From an optimization exercise on the open Yosys and OpenROAD flow, aimed at small area and a short achievable clock period; shortcuts taken in it are not production practice.
Only simulation tests tie the RTL to the original design; equivalence was not proved.
Power is estimated from default activity; no workload was simulated.

// reg_file_sb
module reg_file_sb
#(
    parameter int               XLEN    = rf_pkg::XLEN_DEF,
    parameter int               NREGS   = rf_pkg::NREGS_DEF,
    parameter int               NRD     = 2,
    parameter int               SP_IDX  = 2,
    parameter logic [XLEN-1:0]  SP_INIT = XLEN'('h200),
    parameter bit               BYPASS  = 1'b1,
    localparam int              AW      = $clog2(NREGS)
) (
    input  logic                clk,
    input  logic                rst_n,
    input  logic [NRD*AW-1:0]   rd_addr,
    output logic [NRD*XLEN-1:0] rd_data,
    output logic [NRD-1:0]      rd_busy,
    input  logic                wr_en,
    input  logic [AW-1:0]       wr_addr,
    input  logic [XLEN-1:0]     wr_data,
    input  logic                iss_en,
    input  logic [AW-1:0]       iss_rd,
    output logic                iss_stall,
    input  logic                flush,
    output logic [AW:0]         busy_cnt
);
For scale: ~2600 cells after synthesis, roughly 130 I/O pins, about 44000 um^2 of cells after synthesis.
clock: 26.0 ns
lec_check: 0
cap_margin: 20
core_margin: 2
core_utilization: 40
slew_margin: 20
synth_hierarchical: 1
standard.sh (not shown) runs the stock make flow with config.mk's settings and CLKGATE_MAP_FILE= SYNTH_SCRIPT=/design/flow/synth_recipe.tcl, a recipe that flattens the netlist after the stock synthesis.
==> flow/flow/run.sh <==
#!/bin/bash
# Standard layout (the standard.sh on the ORFS make targets) with:
#  - port buffers made from buf_4 cells instead of the default delay buffers;
#  - clock-tree synthesis with larger sink clusters and no dummy loads;
#  - timing repair aiming for extra setup slack on the port-to-port paths.
# ORFS writes each step's log under orfs/logs; make's output is standard.log.
set -euo pipefail
bash standard.sh \
  "BUFFER_PORTS_ARGS=-buffer_cell sky130_fd_sc_hd__buf_4" \
  "CTS_ARGS=-sink_clustering_enable -repair_clock_nets -dont_use_dummy_load -sink_clustering_size 24 -sink_clustering_max_diameter 100" \
  "SETUP_SLACK_MARGIN=13.2" \
  finish > standard.log 2>&1
Rerun with:
--- a/flow/design.v
+++ b/flow/design.v
@@ -46,13 +46,13 @@
     logic [NREGS-1:0] busy_d;
     logic [AW-1:0]    cnt, cnt_d;
     assign iss_live = iss_en && (iss_rd != AW'(rf_pkg::REG_ZERO));
     for (genvar i = 0; i < NREGS; i++) begin : g_dec
         assign iss_dec[i] = (iss_rd == AW'(i));
     end
-    assign busy = {busy_q[NREGS-1:1], 1'b0};
+    assign busy    = {busy_q[NREGS-1:1], 1'b0};
     assign iss_hit  = wr_en && (wr_addr == iss_rd);
     rf_sel_or #(.N(NREGS-1)) u_busy_iss (
         .sel (iss_dec[NREGS-1:1]), .src (busy[NREGS-1:1]), .y (busy_iss)
     );
     rf_sel_or #(.N(NREGS-1)) u_busy_wr (
         .sel (wr_dec[NREGS-1:1]),  .src (busy[NREGS-1:1]), .y (busy_wr)
@@ -153,18 +153,16 @@
     logic [NREGS-1:0] busy;
     logic [2**LOW-1:0] wlo;            
     logic [2**HIW-1:0] whi;            
     logic             wr_live;
     assign wr_live = wr_en && (wr_addr != AW'(rf_pkg::REG_ZERO));
     for (genvar j = 0; j < 2**LOW; j++) begin : g_wlo
-        rf_eq #(.W(LOW+1), .V(2**LOW + j)) u_eq (
-            .a ({wr_en, wr_addr[LOW-1:0]}), .y (wlo[j])
-        );
+        assign wlo[j] = wr_en && (wr_addr[LOW-1:0] == LOW'(j));
     end
     for (genvar j = 0; j < 2**HIW; j++) begin : g_whi
-        rf_eq #(.W(HIW), .V(j)) u_eq (.a(wr_addr[AW-1:LOW]), .y(whi[j]));
+        assign whi[j] = (wr_addr[AW-1:LOW] == HIW'(j));
     end
     assign nwr[0]    = 1'b1;
     assign wr_dec[0] = 1'b0;
     assign rd_ok[0]  = 1'b0;
     for (genvar i = 1; i < NREGS; i++) begin : g_reg
         assign wr_dec[i] = wlo[i % 2**LOW] && whi[i / 2**LOW];
Register-to-register slack improves by 0.15 ns.
Flip-flop and latch count is unchanged.
Total power came out higher by 0.68%.
Combinational power went up by about 2%.
Cell area went up by 1.4%.
Clock power is higher by about 2%.
Global-route usage rose by 1.6 points.
Wire length rose by 5.6%.

--- another note on this design; it stands on its own ---

Design reg_file_sb, start of the top module:
module reg_file_sb
#(
    parameter int               XLEN    = rf_pkg::XLEN_DEF,
    parameter int               NREGS   = rf_pkg::NREGS_DEF,
    parameter int               NRD     = 2,
    parameter int               SP_IDX  = 2,
    parameter logic [XLEN-1:0]  SP_INIT = XLEN'('h200),
    parameter bit               BYPASS  = 1'b1,
    localparam int              AW      = $clog2(NREGS)
) (
    input  logic                clk,
    input  logic                rst_n,
    input  logic [NRD*AW-1:0]   rd_addr,
    output logic [NRD*XLEN-1:0] rd_data,
    output logic [NRD-1:0]      rd_busy,
    input  logic                wr_en,
    input  logic [AW-1:0]       wr_addr,
    input  logic [XLEN-1:0]     wr_data,
    input  logic                iss_en,
    input  logic [AW-1:0]       iss_rd,
    output logic                iss_stall,
    input  logic                flush,
    output logic [AW:0]         busy_cnt
);
Size in the first run: about 2600 cells after synthesis, about 130 I/O pins.
export LEC_CHECK = 0
export CAP_MARGIN = 20
export CORE_MARGIN = 2
export CORE_UTILIZATION = 40
export SLEW_MARGIN = 20
export SYNTH_HIERARCHICAL = 1
create_clock -name core_clock -period 26.0 [get_ports {clk}]
standard.sh (not shown) runs the stock make flow with config.mk's settings and CLKGATE_MAP_FILE= SYNTH_SCRIPT=/design/flow/synth_recipe.tcl, a recipe that flattens the netlist after the stock synthesis.
==> flow/flow/run.sh <==
#!/bin/bash
# Standard layout (the standard.sh on the ORFS make targets) with:
#  - port buffers made from buf_4 cells instead of the default delay buffers;
#  - clock-tree synthesis from clkbuf_8 cells, with no dummy loads;
#  - timing repair aiming for extra setup slack on the port-to-port paths.
# ORFS writes each step's log under orfs/logs; make's output is standard.log.
set -euo pipefail
bash standard.sh \
  "BUFFER_PORTS_ARGS=-buffer_cell sky130_fd_sc_hd__buf_4" \
  "CTS_ARGS=-sink_clustering_enable -repair_clock_nets -dont_use_dummy_load -buf_list sky130_fd_sc_hd__clkbuf_8 -sink_clustering_size 16 -sink_clustering_max_diameter 80" \
  "SETUP_SLACK_MARGIN=13.2" \
  finish > standard.log 2>&1
Edit:
--- a/flow/flow/run.sh
+++ b/flow/flow/run.sh
@@ -4 +4 @@
-#  - clock-tree synthesis from clkbuf_8 cells, with no dummy loads;
+#  - clock-tree synthesis with larger sink clusters and no dummy loads;
@@ -10 +10 @@
-  "CTS_ARGS=-sink_clustering_enable -repair_clock_nets -dont_use_dummy_load -buf_list sky130_fd_sc_hd__clkbuf_8 -sink_clustering_size 16 -sink_clustering_max_diameter 80" \
+  "CTS_ARGS=-sink_clustering_enable -repair_clock_nets -dont_use_dummy_load -sink_clustering_size 24 -sink_clustering_max_diameter 100" \
What happened:
- The changed run went through all stages and came out clean
- clock power increases by a little under a tenth
- count of clock-buffer cells in the layout decreases by 28
- final cell count decreases slightly
- utilization increases by 0.17 points
- power increases by a few percent
- wire length decreases slightly
- via count decreases slightly
- hold slack is about the same
- critical path depth is unchanged
- global-route usage decreases by 0.28 points
Edit:
--- a/flow/flow/run.sh
+++ b/flow/flow/run.sh
@@ -5 +5,3 @@
-#  - timing repair aiming for extra setup slack on the port-to-port paths.
+#  - timing repair aiming for extra setup slack on the port-to-port paths,
+#    done after placement only (synthesis buffers are removed at floorplan
+#    instead of the pre-placement timing repair).
@@ -11,0 +14 @@
+  "REMOVE_ABC_BUFFERS=1" \
Worst hold slack stays flat. Sequential share of layout area fell by 0.37 points. Setup slack degrades by 29 ps. Wire length rose by 0.83%. Non-clock buffer count rose by 17. Die area does not change. Cell area rose by 0.58%. Utilization rose by 0.26 points. Total power hardly moves. Critical path depth fell by 2.

-- static timing again, ports no longer ideal --
No port has a modelled driver above. Below, the same layouts with a new extraction and two added sets of constraints.
Step 1 (the two cells are an assumption about what drives the block):
set clk [get_ports {clk}]
set_driving_cell -lib_cell sky130_fd_sc_hd__clkbuf_16 $clk
set_driving_cell -lib_cell sky130_fd_sc_hd__buf_2 [delete_from_list [all_inputs] $clk]
Step 2 moves the port delays by t, midway between the first and last clock arrival at a register: inputs arrive t later, outputs are due t later. That takes back most of the time a late clock gives input paths.
Three values: ideal ports, drivers, drivers and shift; two values: the first two.
run | t (ns) | slack for setup (ns) | pins driven straight from the clock port
the first run of note 1 | 0.711 | 13.106 / 13.072 / 13.072 | 1
the second run of note 1 | 0.746 | 13.150 / 13.028 / 13.028 | 1
the first run of note 2 | 0.783 | 13.073 / 13.039 / 13.039 | 1
the second run of note 2 | 0.711 | 13.106 / 13.072 / 13.072 | 1
the third run of note 2 | 0.709 | 13.076 / 13.007 / 13.007 | 1
After both steps setup and hold are still met in every run listed. For the second run of note 1, which loses most, drivers alone change the setup slack by -0.122 ns; drivers and shift together by -0.122 ns.
